From an optimization exercise on the open Yosys and OpenROAD flow, aimed at small area, a short achievable clock period and few clock cycles per item; shortcuts taken in it are not production practice. Where RTL was checked, it was by simulation tests only, not by an equivalence proof against the original. Only the layout flow was run in run 1; the RTL was not checked for function there.

## design/flow/config.mk

```make
export PLATFORM = sky130hd
export DESIGN_NAME = qr_cordic_top
export DESIGN_NICKNAME = qr_cordic_top
export VERILOG_FILES = /design/flow/design.v
export SDC_FILE = /design/flow/constraint.sdc
export NUM_CORES = 4
export LEC_CHECK = 0
export CAP_MARGIN = 20
export CORE_MARGIN = 2
export CORE_UTILIZATION = 40
export SLEW_MARGIN = 20
```

## design/flow/standard.sh

```bash
#!/bin/bash
# synth_recipe.tcl (not shown) runs the flow's synth.tcl, then flattens the netlist and writes it again
# the make line also repeats each setting of config.mk as NAME=value (left out here)
make -C /OpenROAD-flow-scripts/flow DESIGN_CONFIG=/design/flow/config.mk WORK_HOME=/design/flow/orfs CLKGATE_MAP_FILE= SYNTH_SCRIPT=/design/flow/synth_recipe.tcl "${@:-finish}"
```

## design/flow/flow/run.sh

```bash
#!/bin/bash
set -euo pipefail
bash standard.sh finish SETUP_SLACK_MARGIN=12.5 > orfs_flow.log 2>&1
```

## design/flow/constraint.sdc

```tcl
create_clock -name core_clock -period 17.0 [get_ports {clk}]
set_input_delay 3.4000 -clock core_clock [delete_from_list [all_inputs] [get_ports {clk}]]
set_output_delay 3.4000 -clock core_clock [all_outputs]
set_load 0.01 [all_outputs]
```

## design/flow/design.v

```verilog
package qr_pkg;
endpackage
`timescale 1ns/10ps
module qr_cordic_top (
	input  logic               clk,
	input  logic               rst,
	input  logic               en,
	output logic               rd_a,
	output logic [1:0]         rd_a_row,
	output logic [0:0]         rd_a_col,
	input  logic signed [12:0] rd_a_data,
	output logic               wr_r,
	output logic [1:0]         wr_r_row,
	output logic [0:0]         wr_r_col,
	output logic signed [12:0] wr_r_data,
	output logic               valid
);
	logic       busy;
	logic [2:0] sl;         
	logic [3:0] ph;         
	logic [2:0] sn;         
	logic [3:0] pn;
	assign pn = (ph == 4'd11) ? 4'd0 : ph + 4'd1;
	assign sn = (ph == 4'd11) ? sl + 3'd1 : sl;
	always_ff @(posedge clk or posedge rst) begin
		if (rst) begin
			busy  <= 1'b0;
			sl    <= '0;
			ph    <= '0;
			rd_a  <= 1'b0;
			wr_r  <= 1'b0;
			valid <= 1'b0;
		end else begin
			if (en) begin
				busy <= 1'b1;
				sl   <= 3'd7;
				ph   <= 4'd10;
			end else if (busy) begin
				busy <= !(sl == 3'd5 && ph == 4'd3);
				sl   <= sn;
				ph   <= pn;
			end
			rd_a  <= en || (busy && (sn == 3'd7 || sn <= 3'd2) && (pn == 4'd10 || pn == 4'd11));
			wr_r  <= busy && ((sn == 3'd4 && pn <= 4'd1) || (sn == 3'd5 && pn == 4'd3));
			valid <= busy && sn == 3'd5 && pn == 4'd3;
		end
	end
	logic       v_it, r_it, g_it, yp_cap;
	logic       ks_x1, ks_x2, ks_x3, ks_yp;    
	logic [3:0] jv, jr, jg;                    
	logic       w11, w12, w22;                 
	logic       s03, s14, s25;                 
	assign s03 = sn <= 3'd3;
	assign s14 = sn >= 3'd1 && sn <= 3'd4;
	assign s25 = sn >= 3'd2 && sn <= 3'd5;
	always_ff @(posedge clk) begin
		v_it   <= s03 && pn <= 4'd10;
		r_it   <= s03 && pn >= 4'd1;
		g_it   <= (s14 && pn >= 4'd3) || (s25 && pn <= 4'd1);
		yp_cap <= s14 && pn == 4'd0;
		ks_x1  <= busy && s03 && pn == 4'd11;
		ks_x2  <= busy && s14 && pn == 4'd0;
		ks_yp  <= busy && s14 && pn == 4'd1;
		ks_x3  <= busy && s25 && pn == 4'd2;
		w11    <= busy && sn == 3'd3 && pn == 4'd11;
		w12    <= busy && sn == 3'd4 && pn == 4'd0;
		w22    <= busy && sn == 3'd5 && pn == 4'd2;
		jv     <= pn;
		jr     <= jv;
		jg     <= (pn >= 4'd3) ? pn - 4'd3 : pn + 4'd9;
		rd_a_row <= en ? 2'd3 : 2'd2 - sn[1:0];
		rd_a_col <= !en && pn == 4'd11;
	end
	logic signed [11:0] y1, x2, y2, y3, y3p, ain;
	logic        [10:0] x1, x3;
	logic signed [11:0] x1e, x3e;
	logic [0:0]        dq;    
	assign x1e = {1'b0, x1};
	assign x3e = {1'b0, x3};
	assign ain = rd_a_data[11:0];
	logic signed [11:0] kin, kout;
	assign kin = ({12{ks_x1}} & x1e) | ({12{ks_x2}} & x2) | ({12{ks_x3}} & x3e) | ({12{ks_yp}} & y3p);
	logic dpos, dneg;      
	logic yp_pos, yp_neg;  
	assign dpos = (ks_x1 & y1[11]) | (ks_x2 & ~dq[0] & y2[11]) | (ks_yp & yp_pos) | (ks_x3 & y3[11]);
	assign dneg = (ks_x2 & dq[0] & y2[11]) | (ks_yp & yp_neg);
	qr_kgain u_k (.v(kin), .dpos(dpos), .dneg(dneg), .k(kout));
	logic signed [11:0] vx[0:1], vy[0:1];
	logic [0:0] vd;
	assign vx[0] = x1e;
	assign vy[0] = y1;
	logic signed [11:0] rx[0:1], ry[0:1];
	logic [0:0] rd;
	assign rx[0] = x2;
	assign ry[0] = y2;
	logic signed [11:0] gx[0:1], gy[0:1];
	logic [0:0] gd;
	assign gx[0] = x3e;
	assign gy[0] = y3;
	logic signed [11:0] vsx0, vsy0;
	assign vsx0 = vx[0] >>> jv;
	assign vsy0 = vy[0] >>> jv;
	assign vd[0] = ~vy[0][11];
	qr_addsub u_vx0 (.a(vx[0]), .b(vsy0), .add(vd[0]),  .s(vx[1]));
	qr_addsub u_vy0 (.a(vy[0]), .b(vsx0), .add(~vd[0]), .s(vy[1]));
	logic signed [11:0] rsx0, rsy0;
	assign rsx0 = rx[0] >>> jr;
	assign rsy0 = ry[0] >>> jr;
	assign rd[0] = dq[0];
	qr_addsub u_rx0 (.a(rx[0]), .b(rsy0), .add(rd[0]),  .s(rx[1]));
	qr_addsub u_ry0 (.a(ry[0]), .b(rsx0), .add(~rd[0]), .s(ry[1]));
	logic signed [11:0] gsx0, gsy0;
	assign gsx0 = gx[0] >>> jg;
	assign gsy0 = gy[0] >>> jg;
	assign gd[0] = ~gy[0][11];
	qr_addsub u_gx0 (.a(gx[0]), .b(gsy0), .add(gd[0]),  .s(gx[1]));
	qr_addsub u_gy0 (.a(gy[0]), .b(gsx0), .add(~gd[0]), .s(gy[1]));
	always_ff @(posedge clk) begin
		dq  <= vd;
		if (yp_cap) begin
			yp_pos <= dq[0] & x2[11];
			yp_neg <= ~dq[0] & x2[11];
		end
		x1  <= v_it ? vx[1][10:0] : kout[10:0];
		y1  <= v_it ? vy[1] : ain;
		x2  <= r_it ? rx[1] : kout;
		y2  <= r_it ? ry[1] : ain;
		y3p <= yp_cap ? y2 : kout;
		x3  <= g_it ? gx[1][10:0] : kout[10:0];
		y3  <= g_it ? gy[1] : y3p;
	end
	always_ff @(posedge clk) begin
		if (w11 || w12 || w22) wr_r_data <= 13'(kout);
		if (w11) begin
			wr_r_row <= 2'd0;
			wr_r_col <= 1'b0;
		end else if (w12) begin
			wr_r_row <= 2'd0;
			wr_r_col <= 1'b1;
		end else if (w22) begin
			wr_r_row <= 2'd1;
			wr_r_col <= 1'b1;
		end
	end
endmodule
module qr_kgain (
	input  logic signed [11:0] v,
	input  logic               dpos,
	input  logic               dneg,
	output logic signed [11:0] k
);
	logic signed [21:0] ve;
	logic signed [21:0] dk;
	logic signed [21:0] p;
	assign ve = v;
	assign dk = dpos ? 22'sd622 : (dneg ? -22'sd622 : 22'sd0);
	assign p  = (ve <<< 9) + (ve <<< 7) - (ve <<< 4) - (ve <<< 1) + dk;
	assign k  = p[21:10];
endmodule
module qr_addsub (
	input  logic [11:0] a,
	input  logic [11:0] b,
	input  logic        add,
	output logic [11:0] s
);
	logic [11:0] bb, g, p;
	logic [11:0] gl [0:4];
	logic [11:0] pl [0:4];
	assign bb = add ? b : ~b;
	assign g  = a & bb;
	assign p  = a ^ bb;
	always_comb begin
		gl[0] = g;
		pl[0] = p;
		gl[0][0] = g[0] | (p[0] & ~add);
		for (int l = 0; l < 4; l++) begin
			gl[l+1] = gl[l];
			pl[l+1] = pl[l];
			for (int i = 0; i < 12; i++) begin
				if ((i >> l) & 1) begin
					gl[l+1][i] = gl[l][i] | (pl[l][i] & gl[l][((i >> l) << l) - 1]);
					pl[l+1][i] = pl[l][i] & pl[l][((i >> l) << l) - 1];
				end
			end
		end
	end
	assign s = p ^ {gl[4][10:0], ~add};
endmodule
```

==> results.ini, run 1 <==
[outcome]
status=complete, no violations

[worst_setup_path]
worstPathRequired_ns=17.34
worstRegToRegCells=20
start_kind=flop
path_class=flop to flop
worstSetupStartpoint=ks_x1
rrSetupSlack_ns=12.51
cp_max_fo=6
critPathArrivalTime_ns=4.83
crit_end=y3p[4]
r2r-start=ks_x1
cp-end-kind=flop
rr_endpoint=y3p[4]

[logic_synthesis]
yosysWarnings=16
synth_cell_types=66
synth_top_area_share_pct=18.6
synth_edf_count=14
ys_seq_area_share_pct=24.4
async_reset_ff_share_pct=8.09
ys.flop_type=dfxtp_1
synth.cell_area_um2=11900
ys_seq_elements=136
yosysMostFrequentCell=nand2_1
synthCells=1373
synth_top_cells_by_count=120 x nand2_1, 117 x inv_1, 112 x ha_1
yosysTopAreaCell=dfxtp_1
synthesis.nets=1543
synth_area_leaders=dfxtp_1 19%, ha_1 12%, xnor2_1 8.0%, fa_1 7.0%, mux2i_1 6.4%
avgSynthCellArea_um2=8.70

[placement]
port_buffers=35
gp_congestion=0.886
hpwl_mm=24.2
placed_area_um2=12600
place_ws_ns=11.52

[grt]
grt_pass1_wl_mm=52.3
grt_max_degree=34
grt_pass1_vias=9619
grt_util_all_layers_pct=21.5
antenna_found_initial=0
grt_overflow=0

[die]
ios=38
core_um2=29600
dieArea_um2=31300
die_h_um=177
die_width_um=177
rows=63
initial_core_util_pct=40.4

[timing]
maxSlewHeadroom_pct=43.1
finalHoldViolCount=0
setup_tns_ns=0
setup-violations-final=0
slew_viol_final=0
fmax_mhz=223
setup_ws_ns=12.51
finalClockSkew_ns=0.0130
max_slew.worst_pin.slew_ns=0.853
rsz0062_at_grt=true
finalCritPeriodShare_pct=26.4
period_minus_slack_ns=4.49

[worst_hold_path]
min-delay-path-class=flop to flop

[cts]
hold_buffers=0
cts_tree=built
clkSlewWorstSetupHoldPaths_ns=0.07
cts_root_buf=clkbuf_16
clock_latency_ns=0.43
htree_levels=4
cts_buffers=17
cts_sinks=136
cts.path.max_buffers=2

[routing]
avgViaCountPerCell=5.44
antenna_left=0
drcViolationCount=0
drt_iter0_drc=696
routed_wl_mm=33.6
routedWlPerCell_um=18.4
firstDrtPassIters=5
vias=9918

[cells_and_area]
fillers=2785
diodes=0
fin_area_um2=14300
drive_above_1_share_pct=19.3
synthToLayoutAreaGrowth_pct=19.3
nets=1589

[job]
cap_viol_max_count=0

==> through the flow <==
step	instances	hold slack [ns]	utilization, %
final	1822	0.465	48.2
after global routing	1822	0.521	48.2
after CTS	1800	0.459	46.6
after detailed placement	1737	0.441	42.6
after global placement	1737	0.442	42.6
after floorplan	1373	0.353	-
==> worst min-delay path by stage <==
stage | endpoint | cells past startpoint | slack, ns | start
finish | wr_r_col | 1 | 0.47 | w11
global route | wr_r_row[0] | 1 | 0.52 | w12
CTS | wr_r_col | 1 | 0.46 | w11
detailed placement | wr_r_col | 1 | 0.44 | w11
global placement | wr_r_col | 1 | 0.44 | w11
floorplan | jr[1] | 0 | 0.35 | jv[1]
==> layout by cell type (no fill, tap or decap), types with 53 or more instances in the layout <==
| master | count |
|---|---|
| ha_1 | 96 |
| dfxtp_1 | 101 |
| a21oi_1 | 79 |
| o21ai_0 | 81 |
| nor2_1 | 107 |
| nand2_1 | 106 |
| inv_1 | 108 |
| mux2i_1 | 76 |
| buf_4 | 53 |
| xnor2_1 | 98 |
==> flip-flops by register name, indices dropped and copies added, names as in the netlist, 2 cells and up <==
signal,cells
wr_r_data,12
x2,12
y1,12
y2,12
y3,12
y3p,12
x1,11
x3,11
jg,4
jr,4
jv,4
ph,4
sl,3
rd_a_row,2
==> metal layers <==
metal	global-route usage [%]	vias up	share of wire, %
li1	-	4825	-
met1	28.7	4819	46
met2	36.2	226	47
met3	2.73	48	3.6
met4	6.47	0	2.8
met5	0	-	0
==> area by class of cell <==
cell class	instances	area (µm²)	share of cell area [%]
Clock inverter	12	125	0.878
Sequential cell	136	2940	20.6
Tap cell	390	488	3.42
Inverter	122	467	3.27
Multi-Input combinational cell	1046	8910	62.5
Clock buffer	20	489	3.43
Timing Repair Buffer	96	830	5.82
==> kinds of logic after synthesis <==
family | after synthesis | synth area share [%]
adder cells (fa/ha/maj) | 155 | 18.8
other | 1 | 0.0314
buffers and inverters | 191 | 6.10
XOR/XNOR | 137 | 10.1
AND/OR/NAND/NOR | 327 | 12.2
flip-flops | 136 | 24.4
AO/OA/AOI/OAI | 292 | 15.1
multiplexers | 134 | 13.2
==> what timing repair did <==
| action | CTS | global route |
|---|---|---|
| endpoints found under the setup margin | 79 | 61 |
| hold endpoints to repair | 0 | 0 |
| pin swaps | 22 | 43 |
| gates resized for setup | 105 | 74 |
| setup buffers | 31 | 22 |
| cloned | 0 | 0 |
==> critical path, cell delays in order, from the launching register on <==
cell and delay [ns]:
dfxtp_4 0.38, buf_4 0.14, a22oi_1 0.21, and2_4 0.21
inv_1 0.09, ha_2 0.19, o21bai_4 0.17, fa_1 0.51
inv_2 0.05, fa_2 0.56, inv_2 0.04, ha_4 0.27
nand2_2 0.06, a21oi_4 0.17, a31oi_4 0.12, buf_4 0.16
nand3b_1 0.17, a21o_1 0.20, a211oi_1 0.09, or3_4 0.42
o21ai_0 0.19
==> inputs of run 2 (changes only) <==
--- a/design/flow/design.v
+++ b/design/flow/design.v
@@ -22,4 +22,4 @@
 	logic [3:0] pn;
-	assign pn = (ph == 4'd11) ? 4'd0 : ph + 4'd1;
-	assign sn = (ph == 4'd11) ? sl + 3'd1 : sl;
+	assign pn = (ph == 4'd12) ? 4'd0 : ph + 4'd1;
+	assign sn = (ph == 4'd12) ? sl + 3'd1 : sl;
 	always_ff @(posedge clk or posedge rst) begin
@@ -36,3 +36,3 @@
 				sl   <= 3'd7;
-				ph   <= 4'd10;
+				ph   <= 4'd11;
 			end else if (busy) begin
@@ -42,3 +42,3 @@
 			end
-			rd_a  <= en || (busy && (sn == 3'd7 || sn <= 3'd2) && (pn == 4'd10 || pn == 4'd11));
+			rd_a  <= en || (busy && (sn == 3'd7 || sn <= 3'd2) && (pn == 4'd11 || pn == 4'd12));
 			wr_r  <= busy && ((sn == 3'd4 && pn <= 4'd1) || (sn == 3'd5 && pn == 4'd3));
@@ -56,3 +56,3 @@
 	always_ff @(posedge clk) begin
-		v_it   <= s03 && pn <= 4'd10;
+		v_it   <= s03 && pn <= 4'd11;
 		r_it   <= s03 && pn >= 4'd1;
@@ -60,3 +60,3 @@
 		yp_cap <= s14 && pn == 4'd0;
-		ks_x1  <= busy && s03 && pn == 4'd11;
+		ks_x1  <= busy && s03 && pn == 4'd12;
 		ks_x2  <= busy && s14 && pn == 4'd0;
@@ -64,3 +64,3 @@
 		ks_x3  <= busy && s25 && pn == 4'd2;
-		w11    <= busy && sn == 3'd3 && pn == 4'd11;
+		w11    <= busy && sn == 3'd3 && pn == 4'd12;
 		w12    <= busy && sn == 3'd4 && pn == 4'd0;
@@ -69,5 +69,5 @@
 		jr     <= jv;
-		jg     <= (pn >= 4'd3) ? pn - 4'd3 : pn + 4'd9;
+		jg     <= (pn >= 4'd3) ? pn - 4'd3 : pn + 4'd10;
 		rd_a_row <= en ? 2'd3 : 2'd2 - sn[1:0];
-		rd_a_col <= !en && pn == 4'd11;
+		rd_a_col <= !en && pn == 4'd12;
 	end
@@ -82,7 +82,3 @@
 	assign kin = ({12{ks_x1}} & x1e) | ({12{ks_x2}} & x2) | ({12{ks_x3}} & x3e) | ({12{ks_yp}} & y3p);
-	logic dpos, dneg;      
-	logic yp_pos, yp_neg;  
-	assign dpos = (ks_x1 & y1[11]) | (ks_x2 & ~dq[0] & y2[11]) | (ks_yp & yp_pos) | (ks_x3 & y3[11]);
-	assign dneg = (ks_x2 & dq[0] & y2[11]) | (ks_yp & yp_neg);
-	qr_kgain u_k (.v(kin), .dpos(dpos), .dneg(dneg), .k(kout));
+	qr_kgain u_k (.v(kin), .k(kout));
 	logic signed [11:0] vx[0:1], vy[0:1];
@@ -119,6 +115,2 @@
 		dq  <= vd;
-		if (yp_cap) begin
-			yp_pos <= dq[0] & x2[11];
-			yp_neg <= ~dq[0] & x2[11];
-		end
 		x1  <= v_it ? vx[1][10:0] : kout[10:0];
@@ -147,4 +139,2 @@
 	input  logic signed [11:0] v,
-	input  logic               dpos,
-	input  logic               dneg,
 	output logic signed [11:0] k
@@ -152,7 +142,5 @@
 	logic signed [21:0] ve;
-	logic signed [21:0] dk;
 	logic signed [21:0] p;
 	assign ve = v;
-	assign dk = dpos ? 22'sd622 : (dneg ? -22'sd622 : 22'sd0);
-	assign p  = (ve <<< 9) + (ve <<< 7) - (ve <<< 4) - (ve <<< 1) + dk;
+	assign p  = (ve <<< 9) + (ve <<< 7) - (ve <<< 4) - (ve <<< 1);
 	assign k  = p[21:10];
--- a/design/flow/config.mk
+++ b/design/flow/config.mk
@@ -10,2 +10,4 @@
 export CORE_UTILIZATION = 40
+export CTS_CLUSTER_DIAMETER = 200
+export CTS_CLUSTER_SIZE = 50
 export SLEW_MARGIN = 20
==> results.ini, run 2 <==
[timing]
fmax_mhz=226  ; +1.4%
period_minus_slack_ns=4.43  ; -0.0614 ns
setup_ws_ns=12.57  ; +0.0614 ns
finalClockSkew_ns=0.0106  ; -0.00246 ns
rsz0062_at_grt=true
finalHoldViolCount=0  ; unchanged
setup-violations-final=0  ; unchanged
max_slew.worst_pin.slew_ns=1.05  ; +0.200 ns
setup_tns_ns=0  ; unchanged
whs_ns=0.438  ; -0.0270 ns
finalCritPeriodShare_pct=26.1  ; -0.36 points
maxSlewHeadroom_pct=29.7  ; -13 points
slew_viol_final=0  ; unchanged

[die]
die_width_um=172  ; -2.5%
core_um2=27900  ; -5.8%
initial_core_util_pct=40.8  ; +0.34 points
ios=38  ; unchanged
rows=61  ; -3.2%
dieArea_um2=29800  ; -4.9%
die_h_um=172  ; -2.5%

[worst_hold_path]
min-delay-path-class=flop to flop

[routing]
routed_wl_mm=28.6  ; -15%
avgViaCountPerCell=5.32  ; -2.2%
drt_iter0_drc=576  ; -17%
drcViolationCount=0  ; unchanged
antenna_left=0  ; unchanged
routedWlPerCell_um=16.9  ; -8.2%
firstDrtPassIters=5  ; unchanged
vias=8998  ; -9.3%

[grt]
antenna_found_initial=0  ; unchanged
grt_util_all_layers_pct=20.1  ; -1.4 points
grt_overflow=0  ; unchanged
grt_pass1_wl_mm=46.3  ; -12%
grt_pass1_vias=8700  ; -9.6%
grt_max_degree=37  ; +8.8%

[cts]
htree_levels=4  ; unchanged
cts_sinks=134  ; -1.5%
cts_tree=built
cts.path.max_buffers=2  ; unchanged
clock_latency_ns=0.43  ; about the same
cts_buffers=17  ; unchanged
cts_root_buf=clkbuf_16
clkSlewWorstSetupHoldPaths_ns=0.06  ; about the same

[worst_setup_path]
worstRegToRegCells=18  ; -10%
critical-path-top-delay-family=flip-flops
cp_slowest_cell=edfxtp_1
max_stage_delay_ns=0.37  ; -0.19 ns
worstPathCellList=clkdlybuf4s15_1
worstPathRequired_ns=13.60  ; -3.74 ns
cp_max_fo=1  ; -5
start_kind=flop
path_class=flop to output port
cp.depth=1  ; -95%
rrSetupSlack_ns=12.58  ; +0.07 ns
cp-end-kind=output port
r2r-start=ks_x1
critPathArrivalTime_ns=1.03  ; -3.80 ns
worst-path-buf-inv=1  ; -4
rr_endpoint=y3p[10]
crit_end=wr_r_data[10]
worstSetupStartpoint=wr_r_data[10]

[cells_and_area]
diodes=0  ; unchanged
final_cell_mix=112 x inv_1, 109 x nor2_1, 102 x nand2_1
fillers=2702  ; -3.0%
nets=1447  ; -8.9%
utilization_pct=45.7  ; -2.5 points
synthToLayoutAreaGrowth_pct=12.2
drive_above_1_share_pct=13.0  ; -6.3 points
final_common_cell=inv_1

[logic_synthesis]
ys.flop_type=dfxtp_1
synth_cell_types=73  ; +11%
async_reset_ff_share_pct=8.21  ; +0.12 points
synth_area_leaders=dfxtp_1 20%, ha_1 10%, xnor2_1 7.9%, fa_1 6.3%, mux2i_1 5.3%
ys_seq_elements=134  ; -1.5%
yosysWarnings=16  ; unchanged
synth.cell_area_um2=11400  ; -5.0%
avgSynthCellArea_um2=8.82  ; +1.3%
synth_top_cells_by_count=112 x inv_1, 111 x dfxtp_1, 109 x nor2_1
synth_top_area_share_pct=19.6  ; +0.97 points
synthesis.nets=1435  ; -7.0%
ys_seq_area_share_pct=25.2  ; +0.75 points
synthCells=1288  ; -6.2%
yosysTopAreaCell=dfxtp_1
synth_edf_count=12  ; -2
yosysMostFrequentCell=inv_1

[placement]
place_ws_ns=11.79  ; +0.269 ns
hpwl_mm=21.7  ; -10%
port_buffers=35  ; unchanged
gp_congestion=0.887  ; +0.12%

[job]
cap_viol_max_count=0  ; unchanged

[outcome]
status=complete, no violations

[run 2: changes by cell type after synthesis, sizes merged, moves of 4 or more]
cell    previous run  this run
a21oi             85        79
and2               8        12
clkbuf            51        40
fa                42        36
ha               112        95
mux2i             76        60
mux4              15        20
nand2            120       103
nand3             14        19
xnor2            110       103
xor2              27        21
[run 2: final cells by class]
cell class,instances,area (µm²),share of cell area [%]
Clock buffer,18,439,3.45
Multi-Input combinational cell,972,7870,61.8
Sequential cell,134,2880,22.6
Tap cell,378,473,3.71
Inverter,121,458,3.59
Timing Repair Buffer,54,489,3.84
Clock inverter,14,131,1.03
[run 2: kinds of logic after synthesis]
logic type / after synthesis / synth area share, %
AND/OR/NAND/NOR: 307 / 12.0
multiplexers: 123 / 13.5
other: 1 / 0.0330
flip-flops: 134 / 25.2
AO/OA/AOI/OAI: 286 / 15.9
buffers and inverters: 182 / 6.99
XOR/XNOR: 124 / 9.56
adder cells (fa/ha/maj): 131 / 16.8
[run 2: worst min path at each step]
| stage | from | endpoint | slack, ns | cells past startpoint |
|---|---|---|---|---|
| after floorplan | jv[1] | jr[1] | 0.33 | 0 |
| after global placement | w11 | wr_r_col | 0.42 | 1 |
| after detailed placement | w11 | wr_r_col | 0.43 | 1 |
| after CTS | w11 | wr_r_col | 0.44 | 1 |
| after global routing | w11 | wr_r_row[0] | 0.46 | 1 |
| final | w11 | wr_r_col | 0.44 | 1 |
[run 2: stage by stage]
step                      cells  area, µm²
final                      1691      12700
after detailed placement   1647      11900
after global placement     1647      11900
after floorplan            1288      11400
after CTS                  1683      12600
after global routing       1691      12700
[run 2: metal layers]
layer  vias up  global-route usage, %  share of wire [%]
li1       4479                      -                  -
met1      4290                   27.0                 47
met2       191                   33.5                 47
met3        38                   3.36                4.2
met4         0                   5.33                1.9
met5         -                      0                  0
[run 2: what timing repair did]
action,in CTS,in global routing
pin swaps,3,4
setup endpoints to repair,68,63
resized for setup,42,35
cloned,0,0
hold buffers,0,0
setup buffers,4,8
Testbench counts of run 2, summed over its fixed seeds: cycles 13,824, items 192.
==> inputs of run 3 (changes only) <==
--- a/design/flow/config.mk
+++ b/design/flow/config.mk
@@ -10,4 +10,2 @@
 export CORE_UTILIZATION = 40
-export CTS_CLUSTER_DIAMETER = 200
-export CTS_CLUSTER_SIZE = 50
 export SLEW_MARGIN = 20
==> results.ini, run 3 <==
[outcome]
status=complete, no violations

[worst_setup_path]
critPathArrivalTime_ns=1.03  ; about the same
worstRegToRegCells=18  ; unchanged
rr_endpoint=y3p[10]
max_stage_delay_ns=0.37  ; about the same
worstPathRequired_ns=13.60  ; about the same
start_kind=flop
cp_slowest_cell=edfxtp_1
rrSetupSlack_ns=12.58  ; about the same
worst-path-buf-inv=1  ; unchanged
path_class=flop to output port
critical-path-top-delay-family=flip-flops
cp-end-kind=output port
worstPathCellList=clkdlybuf4s15_1
cp_max_fo=1  ; unchanged
r2r-start=ks_x1

[routing]
antenna_left=0  ; unchanged
drt_iter0_drc=576  ; unchanged
firstDrtPassIters=5  ; unchanged
drcViolationCount=0  ; unchanged
routedWlPerCell_um=16.9  ; unchanged
routed_wl_mm=28.6  ; unchanged
vias=8998  ; unchanged
avgViaCountPerCell=5.32  ; unchanged

[logic_synthesis]
synth_edf_count=12  ; unchanged
synth_area_leaders=dfxtp_1 20%, ha_1 10%, xnor2_1 7.9%, fa_1 6.3%, mux2i_1 5.3%
avgSynthCellArea_um2=8.82  ; unchanged
synthesis.nets=1435  ; unchanged
ys_seq_area_share_pct=25.2  ; unchanged
yosysWarnings=16  ; unchanged
yosysTopAreaCell=dfxtp_1
yosysMostFrequentCell=inv_1
synth_top_cells_by_count=112 x inv_1, 111 x dfxtp_1, 109 x nor2_1
synth_cell_types=73  ; unchanged
ys.flop_type=dfxtp_1
synth_top_area_share_pct=19.6  ; unchanged
synthCells=1288  ; unchanged
ys_seq_elements=134  ; unchanged
synth.cell_area_um2=11400  ; unchanged
async_reset_ff_share_pct=8.21  ; unchanged

[die]
ios=38  ; unchanged
die_width_um=172  ; unchanged
dieArea_um2=29800  ; unchanged
initial_core_util_pct=40.8  ; unchanged
die_h_um=172  ; unchanged
core_um2=27900  ; unchanged
rows=61  ; unchanged

[cts]
cts_tree=built
clkSlewWorstSetupHoldPaths_ns=0.06  ; about the same
cts_root_buf=clkbuf_16
clock_latency_ns=0.43  ; about the same
cts_sinks=134  ; unchanged
hold_buffers=0  ; unchanged
cts.path.max_buffers=2  ; unchanged
htree_levels=4  ; unchanged
cts_buffers=17  ; unchanged

[timing]
slew_viol_final=0  ; unchanged
fmax_mhz=226  ; unchanged
rsz0062_at_grt=true
setup_tns_ns=0  ; unchanged
finalClockSkew_ns=0.0106  ; unchanged
finalCritPeriodShare_pct=26.1  ; unchanged
max_slew.worst_pin.slew_ns=1.05  ; unchanged
setup_ws_ns=12.57  ; unchanged
setup-violations-final=0  ; unchanged
finalHoldViolCount=0  ; unchanged
period_minus_slack_ns=4.43  ; unchanged
maxSlewHeadroom_pct=29.7  ; unchanged

[placement]
place_ws_ns=11.79  ; unchanged
port_buffers=35  ; unchanged
placed_cells=1647  ; unchanged
hpwl_mm=21.7  ; unchanged
gp_congestion=0.887  ; unchanged

[grt]
grt_max_degree=37  ; unchanged
antenna_found_initial=0  ; unchanged
grt_overflow=0  ; unchanged
grt_util_all_layers_pct=20.1  ; unchanged
grt_pass1_vias=8700  ; unchanged
grt_pass1_wl_mm=46.3  ; unchanged

[cells_and_area]
final_common_cell=inv_1
fillers=2702  ; unchanged
synthToLayoutAreaGrowth_pct=12.2  ; unchanged
final_cell_mix=112 x inv_1, 109 x nor2_1, 102 x nand2_1
final_cell_count_no_fill=1691  ; unchanged
nets=1447  ; unchanged
diodes=0  ; unchanged
drive_above_1_share_pct=13.0  ; unchanged
utilization_pct=45.7  ; unchanged

[worst_hold_path]
min_to=wr_r_col
hp-start=w11
min-delay-path-class=flop to flop
min_path_cells=1  ; unchanged

[job]
cap_viol_max_count=0  ; unchanged

==> run 3: stage by stage <==
step	hold slack (ns)	instance area (µm²)
floorplan	0.329	11400
global placement	0.424	11900
detailed placement	0.432	11900
CTS	0.440	12600
global route	0.460	12700
finish	0.438	12700
==> run 3: area by class of cell <==
class	instances	area, µm²	share of cell area (%)
well taps	378	473	3.71
inverters	121	458	3.59
flip-flops and latches	134	2880	22.6
clock buffers	18	439	3.45
repair buffers	54	489	3.84
clock inverters	14	131	1.03
multi-input cells	972	7870	61.8
==> run 3: worst max-delay path by stage <==
stage / depth (start not counted) / endpoint / slack (ns) / startpoint
6_report: 1 / wr_r_data[10] / 12.57 / wr_r_data[10]
5_1_grt: 17 / x2[11] / 12.46 / ks_yp
4_1_cts: 17 / y3p[10] / 12.44 / ks_x1
3_5_place_dp: 14 / x2[10] / 11.79 / ks_x2
3_3_place_gp: 14 / y3p[10] / 11.76 / ks_x2
2_1_floorplan: 16 / y2[9] / 12.93 / jr[0]
==> run 3: repair_timing <==
| item | 4_1_cts | 5_1_grt |
|---|---|---|
| pin swaps | 3 | 4 |
| gates resized for setup | 42 | 35 |
| buffers inserted | 4 | 8 |
| endpoints found under the setup margin | 68 | 63 |
| gates cloned | 0 | 0 |
==> run 3: kinds of logic after synthesis <==
kind of cell               synth area share [%]
and+or+nand+nor                            12.0
other                                    0.0330
DFF                                        25.2
AOI/OAI and AO/OA                          15.9
buffers and inverters                      6.99
muxes                                      13.5
xor gates and xnor gates                   9.56
adders and majority gates                  16.8
==> run 3: worst reg2reg max path: cells and delay by family (launching register included) <==
family,cells,cell delay [ns]
compound gates,4,1.00
mux,1,0.25
flops,1,0.40
fa+ha+maj,4,1.42
buf+inv,5,0.53
simple gates,3,0.53
xor+xnor,1,0.17
==> run 3: layer usage <==
metal  share of wire [%]  vias to the layer above  track usage, %
met5                   0                        -               0
met4                 1.9                        0            5.33
met3                 4.2                       38            3.36
met2                  47                      191            33.5
met1                  47                     4290            27.0
li1                    -                     4479               -
==> inputs of run 4 (changes only) <==
--- a/design/flow/config.mk
+++ b/design/flow/config.mk
@@ -9,3 +9,3 @@
 export CORE_MARGIN = 2
-export CORE_UTILIZATION = 40
+export CORE_UTILIZATION = 70
 export SLEW_MARGIN = 20
==> results.ini, run 4 <==
[timing]
maxSlewHeadroom_pct=30.6  ; +0.85 points
setup_tns_ns=0  ; unchanged
fmax_mhz=223  ; -1.0%
finalCritPeriodShare_pct=26.3  ; +0.27 points
slew_viol_final=0  ; unchanged
max_slew.worst_pin.slew_ns=1.04  ; -0.0128 ns
setup_ws_ns=12.52  ; -0.0463 ns
rsz0062_at_grt=true
finalHoldViolCount=0  ; unchanged
setup-violations-final=0  ; unchanged
finalClockSkew_ns=0.00970  ; -0.000854 ns
period_minus_slack_ns=4.48  ; +0.0463 ns
whs_ns=0.454  ; +0.0157 ns

[logic_synthesis]
yosysWarnings=16  ; unchanged
synth_cell_types=73  ; unchanged
synth_edf_count=12  ; unchanged
avgSynthCellArea_um2=8.82  ; unchanged
ys_seq_area_share_pct=25.2  ; unchanged
synth_top_cells_by_count=112 x inv_1, 111 x dfxtp_1, 109 x nor2_1
synthesis.nets=1435  ; unchanged
synthCells=1288  ; unchanged
ys.flop_type=dfxtp_1
async_reset_ff_share_pct=8.21  ; unchanged
synth.cell_area_um2=11400  ; unchanged
synth_area_leaders=dfxtp_1 20%, ha_1 10%, xnor2_1 7.9%, fa_1 6.3%, mux2i_1 5.3%
yosysTopAreaCell=dfxtp_1
yosysMostFrequentCell=inv_1
ys_seq_elements=134  ; unchanged
synth_top_area_share_pct=19.6  ; unchanged

[worst_setup_path]
worst-path-buf-inv=1  ; unchanged
worstPathCellList=dlygate4sd2_1
cp-end-kind=output port
start_kind=flop
cp_max_fo=2  ; +1
max_stage_delay_ns=0.37  ; about the same
path_class=flop to output port
worstPathRequired_ns=13.60  ; about the same
critPathArrivalTime_ns=1.08  ; +0.05 ns
critical-path-top-delay-family=flip-flops
cp_slowest_cell=edfxtp_1

[job]
cap_viol_max_count=0  ; unchanged

[cells_and_area]
diodes=0  ; unchanged
nets=1437  ; -0.69%
drive_above_1_share_pct=11.7  ; -1.3 points
final_cell_mix=112 x inv_1, 109 x nor2_1, 102 x nand2_1
final_common_cell=inv_1
synthToLayoutAreaGrowth_pct=8.98

[placement]
gp_congestion=0.973  ; +9.7%
port_buffers=35  ; unchanged
hpwl_mm=20.8  ; -4.3%
place_ws_ns=12.07  ; +0.279 ns

[grt]
grt_overflow=0  ; unchanged
grt_max_degree=37  ; unchanged
grt_pass1_vias=8845  ; +1.7%
antenna_found_initial=0  ; unchanged
grt_util_all_layers_pct=33.1  ; +13 points
grt_pass1_wl_mm=45.4  ; -1.9%

[routing]
avgViaCountPerCell=6.09  ; +15%
firstDrtPassIters=5  ; unchanged
vias=9249  ; +2.8%
routedWlPerCell_um=18.4  ; +8.7%
drt_iter0_drc=825  ; +43%
routed_wl_mm=27.9  ; -2.5%
antenna_left=0  ; unchanged
drcViolationCount=0  ; unchanged

[die]
dieArea_um2=17300  ; -42%
rows=46  ; -25%
core_um2=15900  ; -43%
die_width_um=131  ; -24%
initial_core_util_pct=71.5  ; +31 points
die_h_um=131  ; -24%
ios=38  ; unchanged

[cts]
cts_root_buf=clkbuf_16
clkSlewWorstSetupHoldPaths_ns=0.06  ; about the same
cts.path.max_buffers=2  ; unchanged
cts_buffers=17  ; unchanged
cts_sinks=134  ; unchanged
htree_levels=4  ; unchanged
cts_tree=built
clock_latency_ns=0.42  ; about the same

[worst_hold_path]
min-delay-path-class=flop to flop

[outcome]
status=complete, no violations

## run 4: cell counts after synthesis
No cell type changed its count.
## run 4: layout make-up
class | count | area, µm²
inverter | 121 | 454
multi-input combinational | 972 | 7790
clock inverter | 10 | 121
tap | 216 | 270
sequential | 134 | 2880
timing repair buffer | 44 | 399
fill | 1176 | 3510
clock buffer | 21 | 462
## run 4: repair_timing
item,in CTS,in global routing
buffers inserted,2,4
hold buffers,0,0
resized for setup,35,23
endpoints found under the setup margin,70,55
pin swaps,1,6
## run 4: worst register-to-register path, delay by kind of cell, from the launching register on
family,cells,cell delay [ns]
buffers and inverters,4,0.35
xor gates and xnor gates,1,0.16
AOI/OAI and AO/OA,5,1.20
adders and majority gates,4,1.27
muxes,1,0.25
and+or+nand+nor,3,0.61
DFF,1,0.40
## run 4: worst paths after layout
path | cells after the start | endpoint | start | slack [ns]
setup / recovery | 1 | wr_r_data[12] | wr_r_data[11] | 12.52
hold / removal | 1 | wr_r_col | w11 | 0.45
setup reg to reg | 18 | x2[10] | ks_x1 | 12.64
hold reg to reg | 1 | wr_r_col | w11 | 0.45
max in group asynchronous | 2 | ph[1] | rst | 13.41
min in group asynchronous | 2 | ph[3] | rst | 3.28
## run 4: metrics by stage
step	area [µm²]	util [%]	std cells
final	12400	77.9	1518
after global routing	12400	77.9	1518
after CTS	12300	77.4	1514
after detailed placement	11700	73.4	1481
after global placement	11700	73.4	1481
after floorplan	11400	-	1288
## run 4: cells by family after synthesis
kind of cell | after synthesis | synth area share, %
multiplexers | 123 | 13.5
XOR/XNOR | 124 | 9.56
flip-flops | 134 | 25.2
adder cells (fa/ha/maj) | 131 | 16.8
AO/OA/AOI/OAI | 286 | 15.9
buffers and inverters | 182 | 6.99
other | 1 | 0.0330
AND/OR/NAND/NOR | 307 | 12.0
## run 4: metal layers
metal	vias to the layer above	GRT usage, %	wire length [µm]
met4	0	15.9	1140
met5	-	0	0
met1	4351	44.6	12100
li1	4458	-	-
met3	82	5.40	1970
met2	358	52.1	12700
==> inputs of run 5 (changes only) <==
--- a/design/flow/config.mk
+++ b/design/flow/config.mk
@@ -10,2 +10,3 @@
 export CORE_UTILIZATION = 70
+export CTS_BUF_LIST = sky130_fd_sc_hd__clkbuf_8
 export SLEW_MARGIN = 20
==> results.ini, run 5 <==
[outcome]
status=complete, no violations

[logic_synthesis]
synthesis.nets=1435  ; unchanged
synth_area_leaders=dfxtp_1 20%, ha_1 10%, xnor2_1 7.9%, fa_1 6.3%, mux2i_1 5.3%
yosysWarnings=16  ; unchanged
ys.flop_type=dfxtp_1
yosysMostFrequentCell=inv_1
ys_seq_elements=134  ; unchanged
ys_seq_area_share_pct=25.2  ; unchanged
avgSynthCellArea_um2=8.82  ; unchanged
synth_top_cells_by_count=112 x inv_1, 111 x dfxtp_1, 109 x nor2_1
synthCells=1288  ; unchanged
synth_top_area_share_pct=19.6  ; unchanged
async_reset_ff_share_pct=8.21  ; unchanged
yosysTopAreaCell=dfxtp_1
synth_cell_types=73  ; unchanged
synth.cell_area_um2=11400  ; unchanged
synth_edf_count=12  ; unchanged

[routing]
drcViolationCount=0  ; unchanged
firstDrtPassIters=5  ; unchanged
routed_wl_mm=27.4  ; -1.7%
drt_iter0_drc=713  ; -14%
routedWlPerCell_um=18.1  ; -1.7%
vias=9150  ; -1.1%
antenna_left=0  ; unchanged
avgViaCountPerCell=6.03  ; -1.1%

[worst_setup_path]
cp_slowest_cell=edfxtp_1
max_stage_delay_ns=0.38  ; about the same
path_class=flop to output port
critical-path-top-delay-family=flip-flops
worst-path-buf-inv=1  ; unchanged
worstPathCellList=clkdlybuf4s15_1
worstPathRequired_ns=13.60  ; about the same
critPathArrivalTime_ns=1.05  ; -0.03 ns
start_kind=flop
cp-end-kind=output port
cp_max_fo=1  ; -1

[die]
die_width_um=131  ; unchanged
ios=38  ; unchanged
dieArea_um2=17300  ; unchanged
initial_core_util_pct=71.5  ; unchanged
die_h_um=131  ; unchanged
rows=46  ; unchanged
core_um2=15900  ; unchanged

[cts]
cts_root_buf=clkbuf_8
clkSlewWorstSetupHoldPaths_ns=0.07  ; about the same
cts_buffers=17  ; unchanged
cts_tree=built
cts_sinks=134  ; unchanged
cts.path.max_buffers=2  ; unchanged
clock_latency_ns=0.45  ; +0.03 ns
hold_buffers=0  ; unchanged
htree_levels=4  ; unchanged

[timing]
rsz0062_at_grt=false
max_slew.worst_pin.slew_ns=1.04  ; +0.00335 ns
finalClockSkew_ns=0.0138  ; +0.00409 ns
finalHoldViolCount=0  ; unchanged
setup_tns_ns=0  ; unchanged
slew_viol_final=0  ; unchanged
maxSlewHeadroom_pct=30.4  ; -0.22 points
fmax_mhz=225  ; +0.57%
finalCritPeriodShare_pct=26.2  ; -0.15 points
period_minus_slack_ns=4.45  ; -0.0255 ns
setup-violations-final=0  ; unchanged

[placement]
hpwl_mm=20.8  ; unchanged
gp_congestion=0.973  ; unchanged
placed_area_um2=11700  ; unchanged
port_buffers=35  ; unchanged

[grt]
grt_pass1_wl_mm=44.4  ; -2.2%
grt_pass1_vias=8683  ; -1.8%
grt_util_all_layers_pct=32.3  ; -0.76 points
grt_overflow=0  ; unchanged
antenna_found_initial=0  ; unchanged
grt_max_degree=37  ; unchanged

[cells_and_area]
drive_above_1_share_pct=11.7  ; unchanged
final_common_cell=inv_1
synthToLayoutAreaGrowth_pct=7.35
nets=1437  ; unchanged
final_cell_mix=115 x inv_1, 109 x nor2_1, 103 x nand2_1
diodes=0  ; unchanged
utilization_pct=76.7  ; -1.2 points
fin_area_um2=12200  ; -1.5%

[job]
cap_viol_max_count=0  ; unchanged

[worst_hold_path]
min-delay-path-class=flop to flop

[run 5: timing repair]
item,4_1_cts,5_1_grt
endpoints found under the setup margin,70,55
pin swaps,1,7
hold endpoints to repair,0,0
setup buffers,2,4
gates resized for setup,45,24
[run 5: area by class of cell]
| class | count | area [µm²] |
|---|---|---|
| multi-input cells | 972 | 7790 |
| fillers | 1201 | 3690 |
| flip-flops and latches | 134 | 2880 |
| inverters | 121 | 454 |
| repair buffers | 44 | 402 |
| well taps | 216 | 270 |
| clock buffers | 17 | 234 |
| clock inverters | 14 | 163 |
[run 5: logic make-up after synthesis]
kind of cell,count (synthesis),share of synthesized area [%]
AO/OA/AOI/OAI,286,15.9
XOR/XNOR,124,9.56
adder cells (fa/ha/maj),131,16.8
buffers and inverters,182,6.99
flip-flops,134,25.2
multiplexers,123,13.5
other,1,0.0330
AND/OR/NAND/NOR,307,12.0
[run 5: routing by layer]
| layer | part of all wire (%) | routed length [µm] | GRT usage [%] | up-vias |
|---|---|---|---|---|
| li1 | - | - | - | 4461 |
| met1 | 44 | 12100 | 44.0 | 4258 |
| met2 | 45 | 12300 | 50.5 | 359 |
| met4 | 4.1 | 1120 | 15.1 | 0 |
| met5 | 0 | 0 | 0 | - |
| met3 | 6.8 | 1870 | 5.36 | 72 |
[run 5: worst reg2reg max path: cells and delay by family, from the launching register on]
family          cells  cell delay (ns)
simple gates        2             0.30
compound gates      4             1.47
buf+inv             2             0.28
fa+ha+maj           3             0.84
flops               1             0.42
xor+xnor            1             0.75
[run 5: final timing paths]
kind,from,endpoint,slack (ns),depth (start not counted)
min in group asynchronous,rst,ph[3],3.25,2
setup reg to reg,ks_x2,wr_r_data[3],12.67,12
hold / removal,w12,wr_r_row[0],0.46,1
max in group asynchronous,rst,ph[1],13.44,2
setup / recovery,wr_r_data[7],wr_r_data[7],12.55,1
hold reg to reg,w12,wr_r_row[0],0.46,1
[run 5: per-stage QoR]
stage / std cells / hold WS [ns] / setup slack (ns)
3_5_place_dp: 1481 / 0.440 / 12.07
4_1_cts: 1514 / 0.449 / 12.46
3_3_place_gp: 1481 / 0.432 / 12.11
2_1_floorplan: 1288 / 0.329 / 12.93
5_1_grt: 1518 / 0.497 / 12.48
6_report: 1518 / 0.456 / 12.55
==> inputs of run 6 (changes only) <==
--- a/design/flow/config.mk
+++ b/design/flow/config.mk
@@ -9,3 +9,3 @@
 export CORE_MARGIN = 2
-export CORE_UTILIZATION = 70
+export CORE_UTILIZATION = 60
 export CTS_BUF_LIST = sky130_fd_sc_hd__clkbuf_8
==> results.ini, run 6 <==
[timing]
period_minus_slack_ns=4.45  ; -0.00350 ns
rsz0062_at_grt=false
max_slew.worst_pin.slew_ns=0.882  ; -0.161 ns
setup_ws_ns=12.55  ; +0.00350 ns
finalCritPeriodShare_pct=26.2  ; about the same
slew_viol_final=0  ; unchanged
fmax_mhz=225  ; about the same
setup-violations-final=0  ; unchanged
maxSlewHeadroom_pct=40.8  ; +10 points
setup_tns_ns=0  ; unchanged
finalHoldViolCount=0  ; unchanged
finalClockSkew_ns=0.0210  ; +0.00726 ns

[grt]
grt_pass1_wl_mm=45.7  ; +3.0%
grt_max_degree=37  ; unchanged
grt_util_all_layers_pct=29.3  ; -3.0 points
grt_overflow=0  ; unchanged
antenna_found_initial=0  ; unchanged
grt_pass1_vias=8665  ; -0.21%

[routing]
routed_wl_mm=28.1  ; +2.4%
vias=9021  ; -1.4%
drt_iter0_drc=588  ; -18%
routedWlPerCell_um=18.2  ; +0.70%
antenna_left=0  ; unchanged
drcViolationCount=0  ; unchanged
firstDrtPassIters=5  ; unchanged
avgViaCountPerCell=5.84  ; -3.1%

[logic_synthesis]
synth_area_leaders=dfxtp_1 20%, ha_1 10%, xnor2_1 7.9%, fa_1 6.3%, mux2i_1 5.3%
synthCells=1288  ; unchanged
synth_top_area_share_pct=19.6  ; unchanged
ys_seq_elements=134  ; unchanged
synth_edf_count=12  ; unchanged
yosysMostFrequentCell=inv_1
synthesis.nets=1435  ; unchanged
yosysWarnings=16  ; unchanged
synth_cell_types=73  ; unchanged
async_reset_ff_share_pct=8.21  ; unchanged
synth.cell_area_um2=11400  ; unchanged
avgSynthCellArea_um2=8.82  ; unchanged
yosysTopAreaCell=dfxtp_1
ys_seq_area_share_pct=25.2  ; unchanged
ys.flop_type=dfxtp_1
synth_top_cells_by_count=112 x inv_1, 111 x dfxtp_1, 109 x nor2_1

[cts]
cts.path.max_buffers=2  ; unchanged
cts_sinks=134  ; unchanged
clock_latency_ns=0.47  ; +0.02 ns
cts_root_buf=clkbuf_8
htree_levels=4  ; unchanged
cts_tree=built
clkSlewWorstSetupHoldPaths_ns=0.08  ; about the same
cts_buffers=17  ; unchanged

[worst_setup_path]
start_kind=flop
worst-path-buf-inv=1  ; unchanged
rrSetupSlack_ns=12.62  ; -0.05 ns
critPathArrivalTime_ns=1.05  ; about the same
cp_slowest_cell=edfxtp_1
cp_max_fo=1  ; unchanged
worstPathCellList=clkdlybuf4s15_1
cp-end-kind=output port
max_stage_delay_ns=0.36  ; -0.02 ns
path_class=flop to output port
worstPathRequired_ns=13.60  ; about the same
critical-path-top-delay-family=flip-flops

[cells_and_area]
final_common_cell=inv_1
drive_above_1_share_pct=13.5  ; +1.8 points
final_cell_mix=112 x inv_1, 109 x nor2_1, 102 x nand2_1, 102 x dfxtp_1, 99 x xnor2_1
seqCellArea_um2=2870  ; -0.17%
multiInputGateArea_um2=7810  ; +0.29%
synthToLayoutAreaGrowth_pct=7.50
diodes=0  ; unchanged
nets=1444  ; +0.49%
fillers=1672  ; +39%

[die]
initial_core_util_pct=60.9  ; -11 points
die_h_um=142  ; +7.8%
die_width_um=142  ; +7.8%
ios=38  ; unchanged
rows=50  ; +8.7%
dieArea_um2=20000  ; +16%
core_um2=18600  ; +17%

[placement]
port_buffers=35  ; unchanged
place_ws_ns=11.90  ; -0.167 ns
gp_congestion=0.895  ; -8.0%
hpwl_mm=21.3  ; +2.3%

[job]
cap_viol_max_count=0  ; unchanged

[outcome]
status=complete, no violations

[worst_hold_path]
min-delay-path-class=flop to flop

==> run 6: cell count changes in the layout (fill, tap and decap cells not counted), sizes merged <==
cell           before  now
clkbuf             19   29
bufinv              3    0
clkinvlp            2    1
clkdlybuf4s15      14    4
clkinv              8    6
inv               122  128
dlygate4sd2         5    2
buf                 9   20
==> run 6: stage by stage <==
stage | hold WS [ns] | cells | utilization, % | cell area (µm²)
after detailed placement | 0.432 | 1503 | 62.8 | 11700
after global routing | 0.472 | 1544 | 65.5 | 12200
after CTS | 0.446 | 1537 | 65.1 | 12100
final | 0.451 | 1544 | 65.5 | 12200
after global placement | 0.437 | 1503 | 62.8 | 11700
after floorplan | 0.329 | 1288 | - | 11400
==> run 6: final timing paths <==
check,startpoint,endpoint,cells after the start
min in group asynchronous,rst,ph[2],2
min,w12,wr_r_row[0],1
max,wr_r_data[6],wr_r_data[6],1
max in group asynchronous,rst,ph[1],2
min reg2reg,w12,wr_r_row[0],1
max reg2reg,ks_x2,y3p[10],18
==> run 6: cell type report <==
type | instances | share of cell area, %
Multi-Input combinational cell | 972 | 64.0
Sequential cell | 134 | 23.5
Inverter | 121 | 3.72
Timing Repair Buffer | 51 | 3.28
Tap cell | 234 | 2.40
Clock buffer | 18 | 2.03
Clock inverter | 14 | 1.05
==> run 6: metal layers <==
metal | GRT usage (%) | wire, µm | vias to the layer above
met5 | 0 | 0 | -
met4 | 8.00 | 667 | 0
met3 | 4.62 | 1300 | 46
met2 | 47.6 | 12900 | 238
met1 | 40.8 | 13300 | 4263
li1 | - | - | 4474
==> run 6: what timing repair did <==
action	4_1_cts	5_1_grt
pin swaps	1	5
hold buffers	0	0
resized for setup	55	32
buffers inserted	2	6
setup endpoints to repair	70	65
==> run 6: cell families after synthesis <==
logic type | count (synthesis) | synth area share [%]
fa+ha+maj | 131 | 16.8
flops | 134 | 25.2
simple gates | 307 | 12.0
compound gates | 286 | 15.9
xor+xnor | 124 | 9.56
mux | 123 | 13.5
other cells | 1 | 0.0330
buf+inv | 182 | 6.99
==> inputs of run 7 (changes only) <==
--- a/design/flow/config.mk
+++ b/design/flow/config.mk
@@ -7,2 +7,3 @@
 export LEC_CHECK = 0
+export ABC_AREA = 1
 export CAP_MARGIN = 20
@@ -10,3 +11,2 @@
 export CORE_UTILIZATION = 60
-export CTS_BUF_LIST = sky130_fd_sc_hd__clkbuf_8
 export SLEW_MARGIN = 20
==> results.ini, run 7 <==
[die]
die_h_um=143  ; +0.91%
die_width_um=143  ; +0.91%
ios=38  ; unchanged
core_um2=18800  ; +1.0%
dieArea_um2=20400  ; +1.8%
initial_core_util_pct=61.4  ; +0.53 points
rows=50  ; unchanged

[worst_setup_path]
start_kind=flop
cp_slowest_cell=edfxtp_1
cp-end-kind=output port
cp.depth=1  ; unchanged
critPathArrivalTime_ns=1.08  ; +0.03 ns
worst-path-buf-inv=1  ; unchanged
worstPathRequired_ns=13.60  ; about the same
worstSetupStartpoint=wr_r_data[10]
rr_endpoint=wr_r_data[9]
worstPathCellList=dlygate4sd2_1
path_class=flop to output port
max_stage_delay_ns=0.36  ; about the same
crit_end=wr_r_data[10]
cp_max_fo=1  ; unchanged
worstRegToRegCells=17  ; -1
rrSetupSlack_ns=12.67  ; +0.05 ns
critical-path-top-delay-family=flip-flops
r2r-start=ks_yp

[cts]
hold_buffers=0  ; unchanged
clkSlewWorstSetupHoldPaths_ns=0.06  ; -0.02 ns
cts_tree=built
clock_latency_ns=0.43  ; -0.04 ns
cts.path.max_buffers=2  ; unchanged
cts_buffers=17  ; unchanged
htree_levels=4  ; unchanged
cts_sinks=134  ; unchanged
cts_root_buf=clkbuf_16

[logic_synthesis]
async_reset_ff_share_pct=8.21  ; unchanged
synth_cell_types=58  ; -21%
ys_seq_elements=134  ; unchanged
synthesis.nets=1812  ; +26%
ys_seq_area_share_pct=24.7  ; -0.47 points
yosysWarnings=16  ; unchanged
synth_edf_count=12  ; unchanged
avgSynthCellArea_um2=6.95  ; -21%
ys.flop_type=dfxtp_1
yosysTopAreaCell=dfxtp_1
synthCells=1665  ; +29%
synth_top_area_share_pct=19.2  ; -0.36 points
synth_area_leaders=dfxtp_1 19%, nand2_1 15%, ha_1 10%, o21ai_0 8.0%, inv_1 6.3%
synth_top_cells_by_count=456 x nand2_1, 194 x inv_1, 184 x o21ai_0
synth.cell_area_um2=11600  ; +1.9%
yosysMostFrequentCell=nand2_1

[grt]
grt_overflow=0  ; unchanged
grt_util_all_layers_pct=32.8  ; +3.5 points
grt_pass1_wl_mm=51.8  ; +13%
grt_max_degree=37  ; unchanged
grt_pass1_vias=9885  ; +14%
antenna_found_initial=0  ; unchanged

[routing]
firstDrtPassIters=6  ; +1
avgViaCountPerCell=5.63  ; -3.7%
antenna_left=0  ; unchanged
routed_wl_mm=32.8  ; +17%
drt_iter0_drc=967  ; +64%
routedWlPerCell_um=16.9  ; -7.2%
vias=10900  ; +21%
drcViolationCount=0  ; unchanged

[timing]
fmax_mhz=223  ; -0.60%
period_minus_slack_ns=4.48  ; +0.0269 ns
rsz0062_at_grt=false
maxSlewHeadroom_pct=34.0  ; -6.8 points
slew_viol_final=0  ; unchanged
setup_ws_ns=12.52  ; -0.0269 ns
finalCritPeriodShare_pct=26.3  ; +0.16 points
finalClockSkew_ns=0.0123  ; -0.00870 ns
setup-violations-final=0  ; unchanged
setup_tns_ns=0  ; unchanged
finalHoldViolCount=0  ; unchanged
max_slew.worst_pin.slew_ns=0.984  ; +0.102 ns

[cells_and_area]
synthToLayoutAreaGrowth_pct=9.13
drive_above_1_share_pct=6.07  ; -7.4 points
diodes=0  ; unchanged
final_common_cell=nand2_1
nets=1815  ; +26%
final_cell_mix=456 x nand2_1, 194 x inv_1, 183 x o21ai_0
fin_area_um2=12600  ; +3.4%

[placement]
gp_congestion=0.954  ; +6.6%
hpwl_mm=25.5  ; +20%
place_ws_ns=12.28  ; +0.376 ns
port_buffers=35  ; unchanged
placed_area_um2=12000  ; +2.3%

[job]
cap_viol_max_count=0  ; unchanged

[worst_hold_path]
min-delay-path-class=flop to flop

[outcome]
status=complete, no violations

==> run 7: layout make-up <==
type,count,area (µm²)
timing repair inverter,1,7.51
clock buffer,17,425
tap,260,325
fill,1699,6200
sequential,134,2870
timing repair buffer,38,362
inverter,212,800
multi-input combinational,1264,7670
clock inverter,15,166
==> run 7: worst min path at each step <==
stage | startpoint | end | slack (ns) | cells past startpoint
floorplan | jv[1] | jr[1] | 0.33 | 0
global placement | w11 | wr_r_col | 0.40 | 1
detailed placement | w11 | wr_r_col | 0.40 | 1
CTS | w11 | wr_r_col | 0.41 | 1
global route | w11 | wr_r_col | 0.44 | 1
finish | w11 | wr_r_col | 0.41 | 1
==> run 7: per-stage QoR <==
stage | std cells | util, % | hold slack [ns]
CTS | 1940 | 66.7 | 0.409
global placement | 1908 | 63.6 | 0.396
global route | 1941 | 67.0 | 0.443
floorplan | 1665 | - | 0.326
detailed placement | 1908 | 63.6 | 0.400
finish | 1941 | 67.0 | 0.409
==> run 7: logic make-up after synthesis <==
family | synth area share (%)
simple gates | 24.4
compound gates | 17.6
buf+inv | 9.35
flops | 24.7
fa+ha+maj | 16.5
xor+xnor | 7.25
mux | 0.260
other cells | 0.0324
==> run 7: routing by layer <==
metal  share of wire (%)  up-vias  track usage [%]
li1                    -     5445                -
met4                 3.0        0             10.1
met2                  44      371             51.3
met1                  45     5033             47.0
met5                   0        -                0
met3                 8.0       73             4.63
==> run 7: timing repair <==
action / 4_1_cts / 5_1_grt
cloned: 0 / 1
endpoints found under the setup margin: 45 / 53
buffers inserted: 0 / 0
resized for setup: 26 / 25
endpoints found under the hold margin: 0 / 0
==> inputs of run 8 (changes only) <==
--- a/design/flow/config.mk
+++ b/design/flow/config.mk
@@ -7,3 +7,2 @@
 export LEC_CHECK = 0
-export ABC_AREA = 1
 export CAP_MARGIN = 20
@@ -11,2 +10,4 @@
 export CORE_UTILIZATION = 60
+export CTS_CLUSTER_DIAMETER = 200
+export CTS_CLUSTER_SIZE = 50
 export SLEW_MARGIN = 20
==> results.ini, run 8 <==
[cells_and_area]
final_common_cell=inv_1
drive_above_1_share_pct=12.6  ; +6.5 points
final_cell_mix=112 x inv_1, 109 x nor2_1, 103 x nand2_1
fillers=1635  ; -3.8%
synthToLayoutAreaGrowth_pct=9.65
nets=1444  ; -20%
seqCellArea_um2=2870  ; +0.17%
diodes=0  ; unchanged
multiInputGateArea_um2=7800  ; +1.7%

[worst_setup_path]
max_stage_delay_ns=0.35  ; about the same
cp_slowest_cell=edfxtp_1
critical-path-top-delay-family=flip-flops
path_class=flop to output port
worstPathRequired_ns=13.60  ; about the same
worst-path-buf-inv=1  ; unchanged
cp_max_fo=1  ; unchanged
cp-end-kind=output port
worstPathCellList=dlygate4sd2_1
critPathArrivalTime_ns=1.06  ; -0.02 ns
start_kind=flop

[routing]
drt_iter0_drc=568  ; -41%
routed_wl_mm=28.2  ; -14%
firstDrtPassIters=5  ; -1
drcViolationCount=0  ; unchanged
antenna_left=0  ; unchanged
vias=9022  ; -17%
avgViaCountPerCell=5.84  ; +3.8%
routedWlPerCell_um=18.3  ; +8.2%

[cts]
clock_latency_ns=0.44  ; about the same
htree_levels=4  ; unchanged
cts.path.max_buffers=2  ; unchanged
cts_sinks=134  ; unchanged
hold_buffers=0  ; unchanged
cts_tree=built
clkSlewWorstSetupHoldPaths_ns=0.06  ; about the same
cts_buffers=17  ; unchanged
cts_root_buf=clkbuf_16

[timing]
period_minus_slack_ns=4.46  ; -0.0148 ns
finalHoldViolCount=0  ; unchanged
rsz0062_at_grt=true
setup_tns_ns=0  ; unchanged
fmax_mhz=224  ; +0.33%
finalClockSkew_ns=0.0181  ; +0.00576 ns
finalCritPeriodShare_pct=26.2  ; -0.087 points
maxSlewHeadroom_pct=41.0  ; +7.0 points
slew_viol_final=0  ; unchanged
max_slew.worst_pin.slew_ns=0.878  ; -0.106 ns
setup-violations-final=0  ; unchanged
setup_ws_ns=12.54  ; +0.0148 ns

[logic_synthesis]
async_reset_ff_share_pct=8.21  ; unchanged
yosysWarnings=16  ; unchanged
synth_area_leaders=dfxtp_1 20%, ha_1 10%, xnor2_1 7.9%, fa_1 6.3%, mux2i_1 5.3%
synth_cell_types=73  ; +26%
synth_edf_count=12  ; unchanged
avgSynthCellArea_um2=8.82  ; +27%
synthesis.nets=1435  ; -21%
synth_top_area_share_pct=19.6  ; +0.36 points
ys_seq_area_share_pct=25.2  ; +0.47 points
yosysMostFrequentCell=inv_1
ys.flop_type=dfxtp_1
yosysTopAreaCell=dfxtp_1
synthCells=1288  ; -23%
synth.cell_area_um2=11400  ; -1.8%
ys_seq_elements=134  ; unchanged
synth_top_cells_by_count=112 x inv_1, 111 x dfxtp_1, 109 x nor2_1

[die]
die_width_um=142  ; -0.90%
rows=50  ; unchanged
ios=38  ; unchanged
die_h_um=142  ; -0.90%
dieArea_um2=20000  ; -1.8%
core_um2=18600  ; -1.0%
initial_core_util_pct=60.9  ; -0.53 points

[grt]
antenna_found_initial=0  ; unchanged
grt_util_all_layers_pct=29.5  ; -3.2 points
grt_overflow=0  ; unchanged
grt_max_degree=37  ; unchanged
grt_pass1_vias=8729  ; -12%
grt_pass1_wl_mm=46.0  ; -11%

[placement]
place_ws_ns=11.90  ; -0.376 ns
port_buffers=35  ; unchanged
gp_congestion=0.895  ; -6.2%
hpwl_mm=21.3  ; -17%

[outcome]
status=complete, no violations

[worst_hold_path]
min-delay-path-class=flop to flop

[job]
cap_viol_max_count=0  ; unchanged

run 8: cell types whose count changed after synthesis, sizes merged, moves of 54 or more:
cell,change
nand2,-372
inv,-86
xnor2,+86
mux2i,+57
nand3,-54
o21ai,-119
run 8: cell type report:
cell class | instances | share of cell area, %
inverters | 121 | 3.68
repair buffers | 51 | 3.71
multi-input cells | 972 | 62.6
clock inverters | 14 | 1.02
well taps | 234 | 2.35
clock buffers | 18 | 3.53
flip-flops and latches | 134 | 23.1
run 8: routing by layer:
metal	wire length (µm)	vias up	GRT usage (%)
li1	-	4482	-
met1	13500	4303	41.0
met2	13200	205	48.6
met3	1020	32	3.91
met4	540	0	8.47
met5	0	-	0
run 8: worst paths after layout:
| path | start | to | slack, ns | depth (start not counted) |
|---|---|---|---|---|
| worst max-delay path | wr_r_data[6] | wr_r_data[6] | 12.54 | 1 |
| worst max register to register | ks_yp | y3p[10] | 12.65 | 18 |
| min in group asynchronous | rst | valid | 3.24 | 2 |
| max in group asynchronous | rst | ph[1] | 13.47 | 2 |
| worst min register to register | w12 | wr_r_row[0] | 0.45 | 1 |
| worst min-delay path | w12 | wr_r_row[0] | 0.45 | 1 |
run 8: logic make-up (layout without fill, tap and decap cells):
| kind of cell | after synthesis | in the layout | synth area share (%) |
|---|---|---|---|
| compound gates | 286 | 286 | 15.9 |
| xor+xnor | 124 | 124 | 9.56 |
| simple gates | 307 | 307 | 12.0 |
| flops | 134 | 134 | 25.2 |
| fa+ha+maj | 131 | 131 | 16.8 |
| other cells | 1 | 1 | 0.0330 |
| buf+inv | 182 | 204 | 6.99 |
| mux | 123 | 123 | 13.5 |
run 8: repair_timing:
action                     4_1_cts  5_1_grt
setup buffers                    2        6
pin swaps                        1        6
resized for setup               36       31
setup endpoints to repair       70       64
run 8: stage by stage:
step                utilization, %  hold WS (ns)  cells  instance area (µm²)
finish                        66.8         0.449   1544                12500
floorplan                        -         0.329   1288                11400
global placement              62.8         0.437   1503                11700
detailed placement            62.8         0.432   1503                11700
CTS                           66.1         0.443   1537                12300
global route                  66.8         0.468   1544                12500

## afterwards: timing with drivers on the ports
The flow's constraints put no driver on any port. The routed layouts listed below were extracted and timed again, unchanged, in two steps. Step 1 assumes that a clkbuf_16 drives the clock port and a buf_2 every other input. Step 2 moves the port delays by t, midway between the first and last clock arrival at a register: inputs arrive t later, outputs are due t later. That takes back most of the time a late clock gives input paths. a / b / c = ideal / step 1 / step 2; a / b = the first two.
run | t (ns) | slack for setup (ns) | slew at the worst register clock pin (ns) | worst slew at a driven data input, ns
run 1 | 0.477 | 12.506 / 12.490 / 12.477 | 0.07 / 0.07 | 0.04
run 2 | 0.473 | 12.568 / 12.521 / 12.497 | 0.07 / 0.07 | 0.03
run 3 | 0.473 | 12.568 / 12.521 / 12.497 | 0.07 / 0.07 | 0.03
run 4 | 0.467 | 12.521 / 12.474 / 12.550 | 0.06 / 0.06 | 0.03
run 5 | 0.484 | 12.547 / 12.504 / 12.549 | 0.08 / 0.08 | 0.03
run 6 | 0.499 | 12.550 / 12.509 / 12.554 | 0.10 / 0.10 | 0.03
run 7 | 0.471 | 12.523 / 12.476 / 12.425 | 0.07 / 0.07 | 0.04
run 8 | 0.485 | 12.538 / 12.487 / 12.544 | 0.07 / 0.07 | 0.03
After both steps every run listed still meets setup and hold. The setup slack of run 7, which loses most, moves by -0.047 ns with the drivers and by -0.098 ns with both steps.
